What follows belongs to an exercise in optimizing a design on an open flow for small area, a short achievable clock period and few clock cycles per item; a production flow would make more cautious choices.
Where RTL was checked, it was by simulation tests only, not by an equivalence proof against the original. The clock port is modelled as an ideal driver; clocking choices that lean on that would not hold on a real chip.

==> inputs of juniper <==
Design addressable_led_pixel_driver_top, start of the top module:
module addressable_led_pixel_driver_top #(
    parameter int MAX_PIXELS = lpd_pkg::DEF_MAX_PIXELS
) (
    input  wire logic                           i_clk,
    input  wire logic                           i_rst_n,
    input  wire logic                           i_cfg_we,
    input  wire logic [lpd_pkg::CFG_IDX_W-1:0]  i_cfg_idx,
    input  wire logic [lpd_pkg::CFG_DATA_W-1:0] i_cfg_data,
    input  wire logic                           i_item_valid,
    output logic                                o_item_ready,
    input  wire logic [1:0]                     i_item_op,
    input  wire logic [7:0]                     i_item_pixel_index,
    input  wire logic [7:0]                     i_item_red,
    input  wire logic [7:0]                     i_item_green,
    input  wire logic [7:0]                     i_item_blue,
    output logic                                o_res_valid,
    input  wire logic                           i_res_ready,
    output logic                                o_res_line_level,
    output logic                                o_res_busy
);
clock: 6.0 ns
lec_check: 0
cap_margin: 20
core_margin: 2
core_utilization: 55
setup_slack_margin: 2.5
slew_margin: 20
synth_memory_max_bits: 8192
standard.sh (not shown) runs the stock make flow with config.mk's settings and CLKGATE_MAP_FILE= SYNTH_SCRIPT=/design/flow/synth_recipe.tcl, a recipe that flattens the netlist after the stock synthesis.
==> flow/flow/run.sh <==
#!/bin/bash
# Standard ORFS layout with custom clock tree synthesis arguments.
set -o pipefail
export CTS_ARGS="-sink_clustering_enable -repair_clock_nets -dont_use_dummy_load -sink_clustering_size 24 -sink_clustering_max_diameter 80 -buf_list {sky130_fd_sc_hd__clkbuf_8 sky130_fd_sc_hd__clkbuf_16}"
cp standard.sh standard_copy.txt
bash standard.sh > standard.log 2>&1
==> delta (differences from juniper) <==
--- a/flow/design.v
+++ b/flow/design.v
@@ -54,15 +54,15 @@
 module lpd_store #(
     parameter int R = 16,
     parameter int L = 16
 ) (
     input  wire logic                                  i_clk,
     input  wire logic [R-1:0][lpd_pkg::ROW_BYTES-1:0]  i_wsel,
     input  wire logic [lpd_pkg::ROW_W-1:0]             i_wdata,
-    input  wire logic [$clog2(R)-1:0]                  i_rsel,
+    input  wire logic [R-1:0]                          i_rsel,
     output logic [lpd_pkg::ROW_W-1:0]                  o_rd_row
 );
     logic [R-1:0][L-1:0][lpd_pkg::ROW_W-1:0] mem;
     logic [R-1:0][lpd_pkg::ROW_W-1:0]        tail;
     always_comb begin
         for (int r = 0; r < R; r++) begin
             for (int s = 0; s < lpd_pkg::ROW_BYTES; s++) begin
@@ -71,51 +71,64 @@
         end
     end
     always_ff @(posedge i_clk) begin
         for (int r = 0; r < R; r++) begin
             mem[r] <= {tail[r], mem[r][L-1:1]};
         end
     end
-    assign o_rd_row = tail[i_rsel];
+    always_comb begin
+        o_rd_row = '0;
+        for (int r = 0; r < R; r++) begin
+            o_rd_row = o_rd_row | (mem[r][0] & {lpd_pkg::ROW_W{i_rsel[r]}});
+        end
+    end
 endmodule
 `default_nettype wire
 `default_nettype none
 module lpd_engine #(
     parameter int R = 16,
     parameter int L = 16
 ) (
     input  wire logic                      i_clk,
     input  wire logic                      i_rst_n,
     input  wire logic                      i_vld,
     input  wire logic                      i_room,
     input  wire logic [1:0]                i_op,
     input  wire logic                      i_in_range,
     input  wire logic                      i_slot_hit,
+    input  wire logic                      i_vld_nx,
+    input  wire logic [1:0]                i_op_nx,
+    input  wire logic                      i_in_range_nx,
+    input  wire logic                      i_slot_hit_nx,
     input  wire logic [7:0]                i_pixel_index,
-    input  wire logic [7:0]                i_red,
-    input  wire logic [7:0]                i_green,
-    input  wire logic [7:0]                i_blue,
+    input  wire logic [lpd_pkg::ROW_W-1:0] i_set_data,
+    input  wire logic [lpd_pkg::ROW_BYTES-1:0] i_set_be,
     input  wire lpd_pkg::t_cfg             i_cfg,
     output logic                           o_fire,
     output logic                           o_line_level,
     output logic                           o_busy,
     output logic                           o_hold_fires,
     output logic                           o_blocked_nx,
     output logic [$clog2(L)-1:0]           o_ph_nx,
     output logic [R-1:0][lpd_pkg::ROW_BYTES-1:0] o_wsel,
     output logic [lpd_pkg::ROW_W-1:0]      o_wdata,
-    output logic [$clog2(R)-1:0]           o_rsel,
+    output logic [R-1:0]                   o_rsel,
     input  wire logic [lpd_pkg::ROW_W-1:0] i_rd_row
 );
     localparam int PW = $clog2(L);
     localparam int RW = $clog2(R);
     logic [PW-1:0]    r_ph;
     logic             r_rclr;      
     logic             r_zarm;      
     logic             zact;
+    logic             r_zact;      
+    logic             r_wgo;       
+    logic             idle_nx;
+    logic             zact_nx;
+    logic             wgo_nx;
     logic             zdone;
     logic             r_send;
     logic             r_latch_ph;
     logic [23:0]      r_sh;        
     logic [2:0]       r_bit;
     logic [1:0]       r_slot;
     logic [7:0]       r_bcnt;
@@ -123,14 +136,19 @@
     logic [7:0]       r_hcnt;
     logic [8:0]       r_tgt;       
     logic             r_plast;
     logic [23:0]      r_nxt;
     logic             r_nxt_ok;
     logic [15:0]      r_latch;
     logic             r_line;
+    logic [PW-1:0]    r_tph;       
+    logic [R-1:0]     r_tring;
+    logic             r_tchg;      
+    logic             tchg;
+    logic             wr_tgt;
     logic             n_send, n_latch_ph;
     logic [23:0]      n_sh;
     logic [2:0]       n_bit;
     logic [1:0]       n_slot;
     logic [7:0]       n_bcnt;
     logic             n_bz;
     logic [7:0]       n_hcnt;
@@ -160,28 +178,17 @@
     assign oh_nz    = (i_cfg.one_high != 8'd0);
     assign zh_nz    = (i_cfg.zero_high != 8'd0);
     assign lt_zero  = (i_cfg.latch_ticks == 16'd0);
     assign op_tick  = (i_op == 2'd0);
     assign op_set   = (i_op == 2'd1);
     assign op_clear = (i_op == 2'd2);
     assign op_show  = (i_op == 2'd3);
-    always_comb begin
-        for (int s = 0; s < lpd_pkg::ROW_BYTES; s++) begin
-            set_be[s] = (32'(i_cfg.red_slot) == s) || (32'(i_cfg.green_slot) == s)
-                     || (32'(i_cfg.blue_slot) == s);
-            if (32'(i_cfg.blue_slot) == s) begin
-                set_data[8*s +: 8] = i_blue;
-            end else if (32'(i_cfg.green_slot) == s) begin
-                set_data[8*s +: 8] = i_green;
-            end else begin
-                set_data[8*s +: 8] = i_red;
-            end
-        end
-    end
-    assign zact  = r_rclr || (i_vld && op_clear && idle);
+    assign set_be   = i_set_be;
+    assign set_data = i_set_data;
+    assign zact  = r_zact;
     assign zdone = zact && r_zarm && (r_ph == PW'(L - 1));
     always_comb begin
         o_fire = 1'b0;
         if (i_vld && i_room && !r_rclr) begin
             if (!idle || op_tick) begin
                 o_fire = 1'b1;
             end else if (op_set) begin
@@ -189,61 +196,68 @@
             end else if (op_clear) begin
                 o_fire = zdone;
             end else begin
                 o_fire = n_zero || r_nxt_ok;
             end
         end
     end
-    assign set_wr = i_vld && op_set && idle && in_range && i_slot_hit;
+    assign set_wr = r_wgo;
+    assign idle_nx = o_fire ? !(n_send || n_latch_ph) : idle;
+    assign zact_nx = (r_rclr && !zdone) || (i_vld_nx && (i_op_nx == 2'd2) && idle_nx);
+    assign wgo_nx  = i_vld_nx && (i_op_nx == 2'd1) && idle_nx && i_in_range_nx && i_slot_hit_nx;
     always_comb begin
         for (int r = 0; r < R; r++) begin
             for (int s = 0; s < lpd_pkg::ROW_BYTES; s++) begin
                 o_wsel[r][s] = zact
                     || (set_wr && (i_pixel_index[7:PW] == RW'(r)) && set_be[s]);
             end
         end
     end
     assign o_wdata = zact ? 24'd0 : set_data;
-    assign o_rsel  = r_tgt[PW +: RW];
+    assign o_rsel  = r_tring;
     assign o_ph_nx = r_ph + PW'(1);
     assign o_hold_fires = (op_set && (o_ph_nx == i_pixel_index[PW-1:0]))
                        || (op_clear && r_zarm && (r_ph == PW'(L - 2)))
                        || (op_show && (r_ph == '0));
     assign o_blocked_nx = r_rclr && !zdone;
-    assign cap = (r_ph == r_tgt[PW-1:0]) && (!r_nxt_ok || idle);
+    assign cap    = (r_ph == r_tph) && (!r_nxt_ok || idle) && !r_tchg;
+    assign wr_tgt = zact || (set_wr && (i_pixel_index == 8'd0));
     assign nxt_sh = {r_nxt[7:0], r_nxt[15:8], r_nxt[23:16]};
     always_comb begin
         n_send     = r_send;
         n_latch_ph = r_latch_ph;
         n_sh       = r_sh;
         n_bit      = r_bit;
         n_slot     = r_slot;
         n_bcnt     = r_bcnt;
         n_bz       = r_bz;
         n_hcnt     = r_hcnt;
         n_tgt      = r_tgt;
-        n_nxt_ok   = r_nxt_ok || cap;
+        n_nxt_ok   = (r_nxt_ok || cap) && !wr_tgt;
+        tchg       = 1'b0;
         n_latch    = r_latch;
         n_line     = r_line;
         nb         = 1'b0;
         if (op_tick && r_send) begin
             if (r_bz) begin
                 n_bcnt = bt_m1;
                 n_bz   = (bt_m1 == 8'd0);
                 if (r_bit == 3'd7 && r_slot == 2'd2) begin
                     if (r_plast) begin
                         n_send     = 1'b0;
                         n_latch_ph = !lt_zero;
                         n_latch    = i_cfg.latch_ticks;
                         n_tgt      = 9'd0;
                         n_nxt_ok   = 1'b0;
+                        tchg       = 1'b1;
                     end else begin
                         n_sh     = nxt_sh;
                         n_tgt    = r_tgt + 9'd1;
                         n_nxt_ok = 1'b0;
+                        tchg     = 1'b1;
                     end
                     n_bit  = 3'd0;
                     n_slot = 2'd0;
                     nb     = r_nxt[7];
                 end else begin
                     n_sh  = {r_sh[22:0], 1'b0};
                     n_bit = r_bit + 3'd1;
@@ -274,44 +288,51 @@
                 n_sh     = nxt_sh;
                 n_bit    = 3'd0;
                 n_slot   = 2'd0;
                 n_bcnt   = bt_m1;
                 n_bz     = (bt_m1 == 8'd0);
                 n_tgt    = 9'd1;
                 n_nxt_ok = 1'b0;
+                tchg     = 1'b1;
                 nb       = r_nxt[7];
                 n_hcnt   = nb ? i_cfg.one_high : i_cfg.zero_high;
                 n_line   = nb ? oh_nz : zh_nz;
             end
         end
     end
     assign o_line_level = n_line;
     assign o_busy       = n_send || n_latch_ph;
     always_ff @(posedge i_clk) begin
         if (!i_rst_n) begin
             r_ph     <= '0;
             r_rclr   <= 1'b1;
+            r_zact   <= 1'b1;
+            r_wgo    <= 1'b0;
             r_zarm   <= 1'b0;
             r_send   <= 1'b0;
             r_latch_ph <= 1'b0;
             r_tgt    <= 9'd0;
             r_nxt_ok <= 1'b0;
             r_line   <= 1'b0;
+            r_tchg   <= 1'b1;
         end else begin
+            r_tchg <= o_fire && tchg;
             r_ph   <= r_ph + PW'(1);
             r_rclr <= r_rclr && !zdone;
+            r_zact <= zact_nx;
+            r_wgo  <= wgo_nx;
             r_zarm <= zact && !zdone && (r_zarm || (r_ph == '0));
             if (o_fire) begin
                 r_send     <= n_send;
                 r_latch_ph <= n_latch_ph;
                 r_tgt      <= n_tgt;
                 r_nxt_ok   <= n_nxt_ok;
                 r_line     <= n_line;
             end else begin
-                r_nxt_ok   <= r_nxt_ok || cap;
+                r_nxt_ok   <= (r_nxt_ok || cap) && !wr_tgt;
             end
         end
     end
     always_ff @(posedge i_clk) begin
         if (o_fire) begin
             r_sh    <= n_sh;
             r_bit   <= n_bit;
@@ -321,14 +342,18 @@
             r_hcnt  <= n_hcnt;
             r_latch <= n_latch;
         end
         if (cap) begin
             r_nxt <= i_rd_row;
         end
         r_plast <= (r_tgt == n_eff);
+        r_tph   <= r_tgt[PW-1:0];
+        for (int r = 0; r < R; r++) begin
+            r_tring[r] <= (r_tgt[PW +: RW] == RW'(r));
+        end
     end
 endmodule
 `default_nettype wire
 `default_nettype none
 module addressable_led_pixel_driver_top #(
     parameter int MAX_PIXELS = lpd_pkg::DEF_MAX_PIXELS
 ) (
@@ -352,17 +377,18 @@
     localparam int L = 16;
     localparam int R = MAX_PIXELS / L;
     lpd_pkg::t_cfg        r_cfg;
     logic        r_rdy;
     logic        r_in_vld;
     logic [1:0]  r_op;
     logic [7:0]  r_idx;
-    logic [7:0]  r_red;
-    logic [7:0]  r_green;
-    logic [7:0]  r_blue;
+    logic [lpd_pkg::ROW_W-1:0]     r_set_data;
+    logic [lpd_pkg::ROW_BYTES-1:0] r_set_be;
+    logic [lpd_pkg::ROW_W-1:0]     set_data;
+    logic [lpd_pkg::ROW_BYTES-1:0] set_be;
     logic        r_q0_vld, r_q0_line, r_q0_busy;
     logic        r_q1_vld, r_q1_line, r_q1_busy;
     logic        fire;
     logic        line_nx;
     logic        busy_nx;
     logic        hold_fires;
     logic        blocked_nx;
@@ -371,17 +397,21 @@
     logic        in_vld_nx;
     logic        tick_nx;
     logic        held;
     logic        r_in_range;
     logic        r_slot_hit;
     logic [3:0]  ph_nx;
     logic [7:0]  idx_nx;
+    logic [1:0]  op_nx;
+    logic        in_range_in;
+    logic        in_range_nx;
+    logic        slot_hit_nx;
     logic [R-1:0][lpd_pkg::ROW_BYTES-1:0] wsel;
     logic [lpd_pkg::ROW_W-1:0] wdata;
-    logic [$clog2(R)-1:0]      rsel;
+    logic [R-1:0]              rsel;
     logic [lpd_pkg::ROW_W-1:0] rd_row;
     always_ff @(posedge i_clk) begin
         if (!i_rst_n) begin
             r_cfg.num_pixels  <= lpd_pkg::RST_NUM_PIXELS;
             r_cfg.zero_high   <= lpd_pkg::RST_ZERO_HIGH;
             r_cfg.one_high    <= lpd_pkg::RST_ONE_HIGH;
             r_cfg.bit_ticks   <= lpd_pkg::RST_BIT_TICKS;
@@ -413,18 +443,23 @@
             r_q0_vld <= r_q1_vld || fire;
             r_q1_vld <= 1'b0;
         end else begin
             r_q1_vld <= r_q1_vld || fire;
         end
     end
     always_ff @(posedge i_clk) begin
-        if (!r_q0_vld || pop) begin
+        if (!i_rst_n) begin
+            r_q0_line <= 1'b0;
+            r_q0_busy <= 1'b0;
+        end else if (!r_q0_vld || pop) begin
             r_q0_line <= r_q1_vld ? r_q1_line : line_nx;
             r_q0_busy <= r_q1_vld ? r_q1_busy : busy_nx;
         end
+    end
+    always_ff @(posedge i_clk) begin
         if (!r_q1_vld) begin
             r_q1_line <= line_nx;
             r_q1_busy <= busy_nx;
         end
     end
     assign q1_vld_nx = !(!r_q0_vld || pop) && (r_q1_vld || fire);
     assign held      = r_in_vld && !r_rdy && !fire;
@@ -435,28 +470,44 @@
             r_in_vld <= 1'b0;
             r_rdy    <= 1'b0;
         end else begin
             r_in_vld <= in_vld_nx;
             r_rdy    <= !in_vld_nx || (!blocked_nx && !q1_vld_nx && tick_nx);
         end
     end
+    always_comb begin
+        for (int s = 0; s < lpd_pkg::ROW_BYTES; s++) begin
+            set_be[s] = (32'(r_cfg.red_slot) == s) || (32'(r_cfg.green_slot) == s)
+                     || (32'(r_cfg.blue_slot) == s);
+            if (32'(r_cfg.blue_slot) == s) begin
+                set_data[8*s +: 8] = i_item_blue;
+            end else if (32'(r_cfg.green_slot) == s) begin
+                set_data[8*s +: 8] = i_item_green;
+            end else begin
+                set_data[8*s +: 8] = i_item_red;
+            end
+        end
+    end
     assign idx_nx = r_rdy ? i_item_pixel_index : r_idx;
+    assign op_nx       = r_rdy ? i_item_op : r_op;
+    assign in_range_in = r_cfg.num_pixels[8] || (i_item_pixel_index < r_cfg.num_pixels[7:0]);
+    assign in_range_nx = r_rdy ? in_range_in : r_in_range;
+    assign slot_hit_nx = (ph_nx == idx_nx[3:0]);
     always_ff @(posedge i_clk) begin
-        r_slot_hit <= (ph_nx == idx_nx[3:0]);
+        r_slot_hit <= slot_hit_nx;
         if (r_rdy) begin
-            r_in_range <= r_cfg.num_pixels[8] || (i_item_pixel_index < r_cfg.num_pixels[7:0]);
+            r_in_range <= in_range_in;
         end
     end
     always_ff @(posedge i_clk) begin
         if (r_rdy) begin
             r_op    <= i_item_op;
             r_idx   <= i_item_pixel_index;
-            r_red   <= i_item_red;
-            r_green <= i_item_green;
-            r_blue  <= i_item_blue;
+            r_set_data <= set_data;
+            r_set_be   <= set_be;
         end
     end
     assign o_item_ready     = r_rdy;
     assign o_res_valid      = r_q0_vld;
     assign o_res_line_level = r_q0_line;
     assign o_res_busy       = r_q0_busy;
     lpd_engine #(
@@ -466,18 +517,21 @@
         .i_clk         (i_clk),
         .i_rst_n       (i_rst_n),
         .i_vld         (r_in_vld),
         .i_room        (!r_q1_vld),
         .i_op          (r_op),
         .i_in_range    (r_in_range),
         .i_slot_hit    (r_slot_hit),
+        .i_vld_nx      (in_vld_nx),
+        .i_op_nx       (op_nx),
+        .i_in_range_nx (in_range_nx),
+        .i_slot_hit_nx (slot_hit_nx),
         .i_pixel_index (r_idx),
-        .i_red         (r_red),
-        .i_green       (r_green),
-        .i_blue        (r_blue),
+        .i_set_data    (r_set_data),
+        .i_set_be      (r_set_be),
         .i_cfg         (r_cfg),
         .o_fire        (fire),
         .o_line_level  (line_nx),
         .o_busy        (busy_nx),
         .o_hold_fires  (hold_fires),
         .o_blocked_nx  (blocked_nx),
         .o_ph_nx       (ph_nx),
==> flow/flow/run.sh (replaced) <==
#!/bin/bash
# Standard ORFS layout with custom clock tree synthesis arguments.
set -o pipefail
export CTS_ARGS="-sink_clustering_enable -repair_clock_nets -dont_use_dummy_load -sink_clustering_size 30 -sink_clustering_max_diameter 90 -distance_between_buffers 200 -buf_list sky130_fd_sc_hd__clkbuf_16"
export BUFFER_PORTS_ARGS="-buffer_cell sky130_fd_sc_hd__buf_2"
bash standard.sh > standard.log 2>&1
- CORE_UTILIZATION: 55 -> 68
- PLACE_DENSITY: unset -> 0.72
- SETUP_SLACK_MARGIN: 2.5 -> 3.5
- TNS_END_PERCENT: unset -> 10
==> notes.md <==
Core utilization: delta is higher than juniper (13 points).
Between delta and juniper, the lower setup slack is in juniper (gap 0.83 ns).
In juniper the register-to-register slack is lower than in delta, by 0.83 ns.
Fmax: delta is higher than juniper (31%).
Of delta and juniper, juniper has the higher clock skew (gap 0.010 ns).
Critical path depth: delta is lower than juniper (1).
juniper ran to the end with no violations. delta finished with timing, DRC and antenna clean.
In delta the synthesized cell count is higher than in juniper, by 3.6%.
Testbench counts of juniper, summed over its fixed seeds: cycles 131,001, items 128,383.
For delta, only the layout was checked, not whether the RTL still works.

separate check: timing with driven ports:
No port has a modelled driver above. Below, the same layouts with a new extraction and two added sets of constraints. Step 1, drivers: a clkbuf_16 drives i_clk and a buf_2 each remaining input, both assumed. Step 2 also shifts input and output timing later by t, the mid clock arrival at the registers, as if the neighbouring blocks saw the same clock. a / b / c = ideal ports / drivers / drivers and shift; a / b = the first two.
| run | shift t [ns] | setup slack, ns | latest minus earliest clock arrival (ns) |
|---|---|---|---|
| juniper | 1.014 | 2.501 / 2.501 / 2.501 | 0.117 / 0.117 |
| delta | 0.936 | 3.334 / 3.269 / 3.073 | 0.083 / 0.084 |
After both steps every run listed still meets setup and hold. For delta, which loses most, drivers alone change the setup slack by -0.065 ns; drivers and shift together by -0.261 ns.
